This design comes from an exercise in tuning for small area, a short achievable clock period and few clock cycles per item on the open sky130 flow, not from production work.
Only the layout flow was run in this run; the RTL was not checked for function there.
Power and IR drop assume default switching activity.

`flow/design.v`:
```
`timescale 1ns/1ps
`default_nettype none
package ex_pkg;
    localparam int XLEN       = 64;  
    localparam int REG_ADDR_W = 5;
    typedef enum logic [4:0] {
        ALU_ADD,
        ALU_SUB,
        ALU_AND,
        ALU_OR,
        ALU_XOR,
        ALU_SLT,
        ALU_SLTU,
        ALU_SLL,
        ALU_SRL,
        ALU_SRA,
        ALU_ADDW,
        ALU_SUBW,
        ALU_BEQ,
        ALU_BNE,
        ALU_BLT,
        ALU_BGE,
        ALU_BLTU,
        ALU_BGEU,
        ALU_JAL,
        ALU_JALR,
        ALU_DIV,
        ALU_DIVU,
        ALU_REM,
        ALU_REMU
    } alu_op_e;
    function automatic is_div_op(input logic [4:0] op);
        is_div_op = op == ex_pkg::ALU_DIV || op == ex_pkg::ALU_DIVU || op == ex_pkg::ALU_REM || op == ex_pkg::ALU_REMU;
    endfunction
    function automatic is_branch_op(input logic [4:0] op);
        is_branch_op = op == ex_pkg::ALU_BEQ || op == ex_pkg::ALU_BNE || op == ex_pkg::ALU_BLT || op == ex_pkg::ALU_BGE ||
               op == ex_pkg::ALU_BLTU || op == ex_pkg::ALU_BGEU;
    endfunction
endpackage
`default_nettype wire
`timescale 1ns/1ps
`default_nettype none
module ex_alu (
    input  wire [4:0]                   op_i,
    input  wire [ex_pkg::XLEN-1:0]      pc_i,
    input  wire [ex_pkg::XLEN-1:0]      op1_i,
    input  wire [ex_pkg::XLEN-1:0]      op2_i,
    input  wire [ex_pkg::XLEN-1:0]      imm_i,
    input  wire                         shift_i,      
    input  wire [ex_pkg::XLEN-1:0]      shift_src_i,
    input  wire [5:0]                   shift_amt_i,
    output logic [ex_pkg::XLEN-1:0]     shift_o,
    output logic [ex_pkg::XLEN-1:0]     wdata_o,
    output logic                        jump_o,
    output logic [ex_pkg::XLEN-1:0]     jump_addr_o
);
    localparam int XLEN = ex_pkg::XLEN;
    logic            do_add;
    logic [XLEN-1:0] bx;
    logic [XLEN+1:0] as_full;
    logic [XLEN-1:0] sum;
    logic            lt_u, lt_s, eq;
    assign do_add  = op_i == ex_pkg::ALU_ADD || op_i == ex_pkg::ALU_ADDW;
    assign bx      = op2_i ^ {XLEN{!do_add}};
    assign as_full = {1'b0, op1_i, 1'b1} + {1'b0, bx, !do_add};
    assign sum     = as_full[XLEN:1];
    assign lt_u    = !as_full[XLEN+1];
    assign lt_s    = (op1_i[XLEN-1] ^ op2_i[XLEN-1]) ? op1_i[XLEN-1] : sum[XLEN-1];
    assign eq      = op1_i == op2_i;
    logic            is_jalr;
    logic [XLEN-1:0] tgt;
    logic [XLEN-1:0] pc_plus4;
    assign is_jalr  = op_i == ex_pkg::ALU_JALR;
    assign tgt      = (is_jalr ? op1_i : pc_i) + imm_i;
    assign pc_plus4 = {pc_i[XLEN-1:2] + 62'd1, pc_i[1:0]};
    logic            sh_left;
    logic            sh_fill;
    logic [5:0]      sh_amt;
    logic [XLEN-1:0] sh_src;
    logic [XLEN-1:0] sh_in;
    logic [XLEN:0]   sh_r;
    logic [XLEN-1:0] sh_out;
    assign sh_left = shift_i || op_i == ex_pkg::ALU_SLL;
    assign sh_src  = shift_i ? shift_src_i : op1_i;
    assign sh_amt  = shift_i ? shift_amt_i : op2_i[5:0];
    assign sh_fill = !shift_i && op_i == ex_pkg::ALU_SRA && op1_i[XLEN-1];
    always_comb begin
        for (int i = 0; i < XLEN; i++) sh_in[i] = sh_left ? sh_src[XLEN-1-i] : sh_src[i];
    end
    assign sh_r = $signed({sh_fill, sh_in}) >>> sh_amt;
    always_comb begin
        for (int i = 0; i < XLEN; i++) sh_out[i] = sh_left ? sh_r[XLEN-1-i] : sh_r[i];
    end
    assign shift_o = sh_out;
    logic taken;
    always_comb begin
        wdata_o = '0;
        taken   = 1'b0;
        case (op_i)
            ex_pkg::ALU_ADD, ex_pkg::ALU_SUB: wdata_o = sum;
            ex_pkg::ALU_AND:  wdata_o = op1_i & op2_i;
            ex_pkg::ALU_OR:   wdata_o = op1_i | op2_i;
            ex_pkg::ALU_XOR:  wdata_o = op1_i ^ op2_i;
            ex_pkg::ALU_SLT:  wdata_o = {{(XLEN-1){1'b0}}, lt_s};
            ex_pkg::ALU_SLTU: wdata_o = {{(XLEN-1){1'b0}}, lt_u};
            ex_pkg::ALU_SLL, ex_pkg::ALU_SRL, ex_pkg::ALU_SRA: wdata_o = sh_out;
            ex_pkg::ALU_ADDW, ex_pkg::ALU_SUBW: wdata_o = {{(XLEN-32){sum[31]}}, sum[31:0]};
            ex_pkg::ALU_BEQ:  taken = eq;
            ex_pkg::ALU_BNE:  taken = !eq;
            ex_pkg::ALU_BLT:  taken = lt_s;
            ex_pkg::ALU_BGE:  taken = !lt_s;
            ex_pkg::ALU_BLTU: taken = lt_u;
            ex_pkg::ALU_BGEU: taken = !lt_u;
            ex_pkg::ALU_JAL, ex_pkg::ALU_JALR: begin
                wdata_o = pc_plus4;
                taken   = 1'b1;
            end
            default: wdata_o = '0;
        endcase
        jump_o      = taken;
        jump_addr_o = taken ? {tgt[XLEN-1:1], tgt[0] & !is_jalr} : pc_plus4;
    end
endmodule
`default_nettype wire
`timescale 1ns/1ps
`default_nettype none
module ex_divider (
    input  wire                         clk,
    input  wire                         rst_n_i,
    input  wire                         start_i,
    input  wire [4:0]                   op_i,
    input  wire [ex_pkg::XLEN-1:0]      op1_i,
    input  wire [ex_pkg::XLEN-1:0]      op2_i,
    input  wire [ex_pkg::XLEN-1:0]      q_i,
    input  wire [ex_pkg::XLEN-1:0]      shift_i,
    output logic                        busy_o,
    output logic                        align_o,
    output logic [ex_pkg::XLEN-1:0]     dvs_o,
    output logic [5:0]                  amt_o,
    output logic                        done_o,
    output logic                        q_we_o,
    output logic [ex_pkg::XLEN-1:0]     q_o,
    output logic [ex_pkg::XLEN-1:0]     rem_o,
    output logic                        neg_o,
    output logic                        want_rem_o
);
    localparam int XLEN = ex_pkg::XLEN;
    logic               busy_q;
    logic               align_q;
    logic [5:0]         cnt_q;
    logic [XLEN-1:0]    rem_q;
    logic [XLEN-1:0]    dvs_q;
    logic               neg_quo_q;
    logic               neg_rem_q;
    logic               want_rem_q;
    logic               is_signed;
    logic               op1_neg;
    logic               op2_neg;
    assign is_signed = op_i == ex_pkg::ALU_DIV || op_i == ex_pkg::ALU_REM;
    assign op1_neg   = is_signed & op1_i[XLEN-1];
    assign op2_neg   = is_signed & op2_i[XLEN-1];
    function automatic logic [6:0] bitlen(input logic [XLEN-1:0] x);
        bitlen = '0;
        for (int i = 0; i < XLEN; i++) if (x[i]) bitlen = 7'(i + 1);
    endfunction
    logic [6:0]         len_rem;
    logic [6:0]         len_dvs;
    logic [6:0]         len_diff;
    logic               dvs_zero;
    logic               no_quo;
    logic [XLEN:0]      diff;
    logic               fits;
    assign len_rem  = bitlen(rem_q);
    assign len_dvs  = bitlen(dvs_q);
    assign len_diff = len_rem - len_dvs;
    assign dvs_zero = len_dvs == 7'd0;
    assign no_quo   = len_diff[6];           
    assign diff     = {1'b0, rem_q} - {1'b0, dvs_q};
    assign fits     = !diff[XLEN];
    assign align_o = align_q;
    assign dvs_o   = dvs_q;
    assign amt_o   = len_diff[5:0];
    always_comb begin
        done_o = 1'b0;
        q_we_o = 1'b0;
        q_o    = {q_i[XLEN-2:0], fits};
        if (busy_q) begin
            q_we_o = 1'b1;
            if (align_q) begin
                q_o    = {XLEN{dvs_zero}};
                done_o = dvs_zero | no_quo;
            end else begin
                done_o = cnt_q == '0;
            end
        end
    end
    always_ff @(posedge clk) begin
        if (!rst_n_i) begin
            busy_q  <= 1'b0;
            align_q <= 1'b0;
        end else if (start_i) begin
            busy_q  <= 1'b1;
            align_q <= 1'b1;
        end else begin
            if (done_o) busy_q <= 1'b0;
            align_q <= 1'b0;
        end
    end
    always_ff @(posedge clk) begin
        if (start_i) begin
            rem_q      <= op1_neg ? -op1_i : op1_i;
            dvs_q      <= op2_neg ? -op2_i : op2_i;
            neg_quo_q  <= op1_neg ^ op2_neg;
            neg_rem_q  <= op1_neg;
            want_rem_q <= op_i == ex_pkg::ALU_REM || op_i == ex_pkg::ALU_REMU;
        end else if (busy_q) begin
            if (align_q) begin
                dvs_q <= shift_i;
                cnt_q <= len_diff[5:0];
                if (dvs_zero) neg_quo_q <= 1'b0;   
            end else begin
                if (fits) rem_q <= diff[XLEN-1:0];
                dvs_q <= dvs_q >> 1;
                cnt_q <= cnt_q - 1'b1;
            end
        end
    end
    assign busy_o     = busy_q;
    assign rem_o      = rem_q;
    assign want_rem_o = want_rem_q;
    assign neg_o      = want_rem_q ? neg_rem_q : (neg_quo_q & !(align_q & dvs_zero));
endmodule
`default_nettype wire
`timescale 1ns/1ps
`default_nettype none
module ex_credit_counter (
    input  wire     clk,
    input  wire     rst_n_i,
    input  wire     send_i,
    input  wire     credit_i,
    output logic    can_send_o,    
    output logic    can_send_next_o   
);
    logic [1:0] count_q;
    logic [1:0] count_d;
    always_comb begin
        count_d = count_q;
        if (send_i && !credit_i)      count_d = count_q - 2'd1;
        else if (credit_i && !send_i) count_d = count_q + 2'd1;
    end
    always_ff @(posedge clk) begin
        if (!rst_n_i) count_q <= 2'd2;
        else          count_q <= count_d;
    end
    assign can_send_o      = count_q != 2'd0;
    assign can_send_next_o = count_d != 2'd0;
endmodule
`default_nettype wire
`timescale 1ns/1ps
`default_nettype none
module ex_stage (
    input  wire                                 clk,
    input  wire                                 rst_n_i,
    input  wire                                 in_valid_i,
    input  wire [4:0]                           in_op_i,
    input  wire [ex_pkg::XLEN-1:0]              in_pc_i,
    input  wire [ex_pkg::XLEN-1:0]              in_op1_i,
    input  wire [ex_pkg::XLEN-1:0]              in_op2_i,
    input  wire [ex_pkg::XLEN-1:0]              in_imm_i,
    input  wire [ex_pkg::REG_ADDR_W-1:0]        in_rd_i,
    input  wire                                 res_credit_i,
    output logic                                in_credit_o,
    output logic                                out_valid_o,
    output logic [ex_pkg::XLEN-1:0]             out_wdata_o,
    output logic [ex_pkg::REG_ADDR_W-1:0]       out_rd_o,
    output logic                                out_jump_o,
    output logic [ex_pkg::XLEN-1:0]             out_jump_addr_o
);
    localparam int XLEN = ex_pkg::XLEN;
    logic                           res_valid_q;
    logic [XLEN-1:0]                res_wdata_q;
    logic [ex_pkg::REG_ADDR_W-1:0]  res_rd_q;
    logic                           res_jump_q;
    logic [XLEN-1:0]                res_jump_addr_q;
    logic                           res_neg_q;
    logic                           res_rem_q;
    logic                           issuer_credit_q;
    logic [XLEN-1:0]                alu_wdata;
    logic                           alu_jump;
    logic [XLEN-1:0]                alu_jump_addr;
    logic [XLEN-1:0]                shift_res;
    logic                           in_div;
    logic                           alu_issue;
    logic                           div_start;
    logic                           div_busy;
    logic                           div_align;
    logic [XLEN-1:0]                div_dvs;
    logic [5:0]                     div_amt;
    logic                           div_done;
    logic                           div_q_we;
    logic [XLEN-1:0]                div_q;
    logic [XLEN-1:0]                div_rem;
    logic                           div_neg;
    logic                           div_want_rem;
    logic                           can_send;
    logic                           can_send_next;
    logic                           send;
    logic                           res_full_next;
    assign in_div    = ex_pkg::is_div_op(in_op_i);
    assign alu_issue = in_valid_i & !in_div;
    assign div_start = in_valid_i & in_div;
    ex_alu u_alu (
        .op_i        (in_op_i),
        .pc_i        (in_pc_i),
        .op1_i       (in_op1_i),
        .op2_i       (in_op2_i),
        .imm_i       (in_imm_i),
        .shift_i     (div_align),
        .shift_src_i (div_dvs),
        .shift_amt_i (div_amt),
        .shift_o     (shift_res),
        .wdata_o     (alu_wdata),
        .jump_o      (alu_jump),
        .jump_addr_o (alu_jump_addr)
    );
    ex_divider u_divider (
        .clk        (clk),
        .rst_n_i    (rst_n_i),
        .start_i    (div_start),
        .op_i       (in_op_i),
        .op1_i      (in_op1_i),
        .op2_i      (in_op2_i),
        .q_i        (res_wdata_q),
        .shift_i    (shift_res),
        .busy_o     (div_busy),
        .align_o    (div_align),
        .dvs_o      (div_dvs),
        .amt_o      (div_amt),
        .done_o     (div_done),
        .q_we_o     (div_q_we),
        .q_o        (div_q),
        .rem_o      (div_rem),
        .neg_o      (div_neg),
        .want_rem_o (div_want_rem)
    );
    ex_credit_counter u_credit (
        .clk             (clk),
        .rst_n_i         (rst_n_i),
        .send_i          (send),
        .credit_i        (res_credit_i),
        .can_send_o      (can_send),
        .can_send_next_o (can_send_next)
    );
    assign send = res_valid_q & can_send;
    always_ff @(posedge clk) begin
        if (!rst_n_i) begin
            res_valid_q <= 1'b0;
        end else if (alu_issue | div_done) begin
            res_valid_q <= 1'b1;
        end else if (send) begin
            res_valid_q <= 1'b0;
        end
    end
    always_ff @(posedge clk) begin
        if (in_valid_i) begin
            res_rd_q        <= in_rd_i;
            res_jump_q      <= alu_jump;
            res_jump_addr_q <= alu_jump_addr;
        end
        if (in_valid_i) begin
            res_wdata_q <= alu_wdata;
        end else if (div_q_we) begin
            res_wdata_q <= div_q;
        end
        if (alu_issue) begin
            res_neg_q <= 1'b0;
            res_rem_q <= 1'b0;
        end else if (div_done) begin
            res_neg_q <= div_neg;
            res_rem_q <= div_want_rem;
        end
    end
    assign res_full_next = alu_issue | div_done | (res_valid_q & !send);
    assign in_credit_o   = !(issuer_credit_q & !in_valid_i) &
                           !(div_start | (div_busy & !div_done)) &
                           (!res_full_next | can_send_next);
    always_ff @(posedge clk) begin
        if (!rst_n_i) issuer_credit_q <= 1'b1;
        else          issuer_credit_q <= (issuer_credit_q & !in_valid_i) | in_credit_o;
    end
    logic [XLEN-1:0] out_mag;
    assign out_mag         = res_rem_q ? div_rem : res_wdata_q;
    assign out_valid_o     = send;
    assign out_wdata_o     = res_neg_q ? -out_mag : out_mag;
    assign out_rd_o        = res_rd_q;
    assign out_jump_o      = res_jump_q;
    assign out_jump_addr_o = res_jump_addr_q;
endmodule
`default_nettype wire
```
`flow/config.mk`:
```
export PLATFORM = sky130hd
export DESIGN_NAME = ex_stage
export DESIGN_NICKNAME = ex_stage
export VERILOG_FILES = /design/flow/design.v
export SDC_FILE = /design/flow/constraint.sdc
export NUM_CORES = 4
export LEC_CHECK = 0
export CAP_MARGIN = 40
export CORE_MARGIN = 2
export CORE_UTILIZATION = 40
export SETUP_SLACK_MARGIN = 0.1
export SLEW_MARGIN = 20
```
`flow/run.sh`:
```
#!/bin/bash
# synth_recipe.tcl (not shown) runs the flow's synth.tcl, then flattens the netlist and writes it again
# the make line also repeats each setting of config.mk as NAME=value (left out here)
make -C /OpenROAD-flow-scripts/flow DESIGN_CONFIG=/design/flow/config.mk WORK_HOME=/design/flow/orfs CLKGATE_MAP_FILE= SYNTH_SCRIPT=/design/flow/synth_recipe.tcl finish
```
`flow/constraint.sdc`:
```
create_clock -name core_clock -period 6.5 [get_ports {clk}]
set_input_delay 1.3000 -clock core_clock [delete_from_list [all_inputs] [get_ports {clk}]]
set_output_delay 1.3000 -clock core_clock [all_outputs]
set_load 0.01 [all_outputs]
```
==> reports/qor.yml <==
final_layout:
  final_cell_area_mm2: 0.0606
  fin_nets: 7530
  layout-area-overhead-vs-synth_pct: 39.8
  n_fill_cell: 10100
  drive_above_1_share_pct: 23.4
  layout_commonest_cell: "buf_4"
  final_cell_mix: "buf_4 (1,058), nand2_1 (555), a21oi_1 (438), o21ai_0 (438), nor2_1 (402)"
synthesis:
  synth-edff-count: 271
  synth_area_mm2: 0.0433
  yosysWarnings: 4
  synthCells: 5637
  synth_nets: 6241
  synth_flop_cell: "edfxtp_1"
  synth-seq-cells: 279
  synthArstFlopShare_pct: 0
  seq_area_frac_synth_pct: 19.1
  synthDistinctLibCells: 103
  syn_avg_cell_area_um2: 7.69
route:
  vias: 55700
  ant_nets: 0
  vias_per_cell: 6.66
  wl_per_cell_um: 35.2
  dr.pass1.iters: 10
  initialDrtViolationCount: 8701
  remaining_drc_errors: 0
  drt_wl_total_um: 295000
placement:
  place_area_mm2: 0.0566
  place.gp.congestion: 1.20
  io_buffers: 405
  hpwl_um: 243000
timing:
  max_slew.worst_pin.slew_ps: 1030
  slew_headroom_pct: 29.7
  setup_violations: 0
  fin_crit_ps: 6370
  rsz0062_at_grt: "yes"
  clock_skew_ps: 71.2
  period_share_pct: 98.1
  fmax_mhz: 157
  drv_slew: 0
  hold_violations: 0
critical_path:
  end_kind: "flip-flop"
  critical_path_class: "flip-flop to flip-flop"
  slowest_stage: "fa_2"
  crit_top_cell: "buf_4"
  max_stage_delay_ps: 430
  start_kind: "flip-flop"
  rr_worst_depth: 32
  crit_arrival_ps: 6880
  critical_path_required_ps: 7010
  path_max_fanout: 4
worst_hold_path:
  hold_path_depth: 2
  holdCritPathClass: "flip-flop to flip-flop"
grt:
  grt_pass1_wl_um: 399000
  antenna_found_initial: 22
  global_route.overflow_total: 0
  grt_max_degree: 87
  grtUsageTotal_pct: 50.8
  grt_pass1_vias: 51400
clock_network:
  cts.path.max_buffers: 3
  clock_sinks: 279
  path_clk_slew_ps: 60
  cts_tree: "yes"
  cts-htree-levels: 2
  clk_root_buffer_cell: "clkbuf_16"
  numCtsBuffers: 42
  ctsHoldBuffers: 0
  clk_latency_ps: 700
die:
  start_util_pct: 40.4
  io-pin-count: 406
  rows: 120
  fp.dieW_um: 333
  die_area_mm2: 0.111
  coreArea_mm2: 0.107
  die_h_um: 333
pwr:
  vdd_drop_max_v: 0.000184
  power_density_mw_per_mm2: 167
  totalPowerFinal_mw: 10.1
  p_leak_nw: 25.0
outcome:
  status: "finished clean"
flow_run:
  max-cap-violations: 0
==> cell usage after synthesis, drive strengths merged, types with 16 or more instances <==
library cell / instances / area [µm²]
xnor2: 325 / 2850
inv: 286 / 1070
and4: 16 / 140
o21bai: 31 / 233
nand2: 572 / 2150
or3: 35 / 224
o31ai: 63 / 473
nor2: 427 / 1600
a22oi: 32 / 240
a221oi: 59 / 517
a21oi: 473 / 2370
a211o: 21 / 184
and2: 27 / 169
nand2b: 41 / 257
a211oi: 164 / 1230
nor2b: 34 / 213
a21o: 133 / 998
mux2i: 265 / 2670
nor3: 148 / 751
o22ai: 26 / 163
nand4: 52 / 325
or2: 26 / 168
nor4: 72 / 465
o211ai: 63 / 478
o21a: 46 / 345
a31oi: 71 / 450
clkbuf: 192 / 721
and3: 42 / 263
xor2: 155 / 1360
mux4: 35 / 788
o2111ai: 16 / 140
edfxtp: 271 / 8140
ha: 331 / 4140
o221ai: 51 / 453
buf: 130 / 658
nand3: 107 / 536
mux2: 53 / 597
o21ai: 506 / 2550
a2111oi: 20 / 176
==> per-stage QoR <==
step	setup WS [ps]	hold WS [ps]	TNS, ps	instances	util (%)
after global placement	-1130	459	-97950	8189	52.6
after floorplan	139	442	0	5637	-
after detailed placement	-1060	469	-82290	8208	52.8
after CTS	-21.3	483	-21.3	8318	55.2
final	126	481	0	8374	56.4
after global routing	-50.9	501	-50.9	8365	56.4
==> cell families (layout without fill, tap and decap cells) <==
kind of cell | after synthesis | after routing | share of synthesized area [%]
other | 0 | 13 | 0
buffers and inverters | 611 | 1932 | 5.68
AND/OR/NAND/NOR | 1639 | 1639 | 17.5
flip-flops | 279 | 279 | 19.1
adder cells (fa/ha/maj) | 334 | 334 | 9.69
multiplexers | 353 | 353 | 9.35
AO/OA/AOI/OAI | 1941 | 1941 | 28.9
XOR/XNOR | 480 | 480 | 9.70
==> layout make-up <==
class | instances | area, µm² | share of cell area, %
Clock inverter | 26 | 358 | 0.591
Clock buffer | 50 | 1080 | 1.78
Tap cell | 1403 | 1760 | 2.90
Multi-Input combinational cell | 4747 | 34300 | 56.6
Sequential cell | 279 | 8310 | 13.7
Timing Repair Buffer | 1567 | 13700 | 22.5
Antenna cell | 13 | 32.5 | 0.0537
Inverter | 289 | 1090 | 1.80
==> state kept, by name, indices dropped and copies added, names as in the netlist, 2 cells and up <==
register,flops
u_divider.dvs_q,64
u_credit.count_q,2
u_divider.cnt_q,6
u_divider.rem_q,64
res_rd_q,5
res_wdata_q,64
res_jump_addr_q,64
==> path summary, 6_finish.rpt <==
check / start / endpoint / slack (ps)
max: u_divider.rem_q[1] / res_wdata_q[12] / 130
min: issuer_credit_q / issuer_credit_q / 480
max reg2reg: u_divider.rem_q[1] / res_wdata_q[12] / 130
min reg2reg: issuer_credit_q / issuer_credit_q / 480
==> critical path, delay by kind of cell, from the launching register on <==
| kind | cells | cell delay [ps] |
|---|---|---|
| flip-flops | 1 | 410 |
| multiplexers | 2 | 460 |
| adder cells (fa/ha/maj) | 2 | 630 |
| buffers and inverters | 10 | 1480 |
| AND/OR/NAND/NOR | 3 | 320 |
| XOR/XNOR | 1 | 310 |
| AO/OA/AOI/OAI | 14 | 2590 |
==> per-layer routing <==
layer | wire length (µm) | global-route usage (%) | up-vias
li1 | - | - | 23700
met1 | 111000 | 63.3 | 26700
met2 | 111000 | 68.5 | 4388
met3 | 47200 | 25.2 | 926
met4 | 25000 | 32.9 | 10
met5 | 312 | 0 | -
==> where the power goes <==
| group | internal, mW | switching, mW | total (mW) |
|---|---|---|---|
| clock network | 1.48 | 1.09 | 2.57 |
| logic | 2.11 | 3.14 | 5.25 |
| registers | 2.15 | 0.131 | 2.28 |
==> timing repair <==
| action | CTS | global route |
|---|---|---|
| cloned | 1 | 3 |
| pin swaps | 62 | 78 |
| setup buffers | 34 | 33 |
| endpoints found under the setup margin | 182 | 181 |
| resized for setup | 202 | 198 |

## port drivers added, routing unchanged
In the flow no input, the clock included, has a driving cell. The finished layout below was timed again as built, in two steps. Step 1 assumes that a clkbuf_16 drives the clock port and a buf_2 every other input. Step 2 times the ports against the registers' clock, not the clock port: input delays grow and output delays shrink by t, the midpoint of the rising clock arrivals with the driver on. Three values: ideal ports, drivers, drivers and shift; two values: the first two.
t (ns): 0.736
setup slack, ns: 0.126 / 0.126 / -0.449
latest minus earliest clock arrival (ns): 0.072 / 0.072
slew at the worst register clock pin (ns): 0.07 / 0.07
cell pins on the clock port's net: 1
With both steps, setup timing fails in this run, where it was met with ideal ports. For this run, drivers alone change the setup slack by 0.000 ns; drivers and shift together by -0.575 ns.
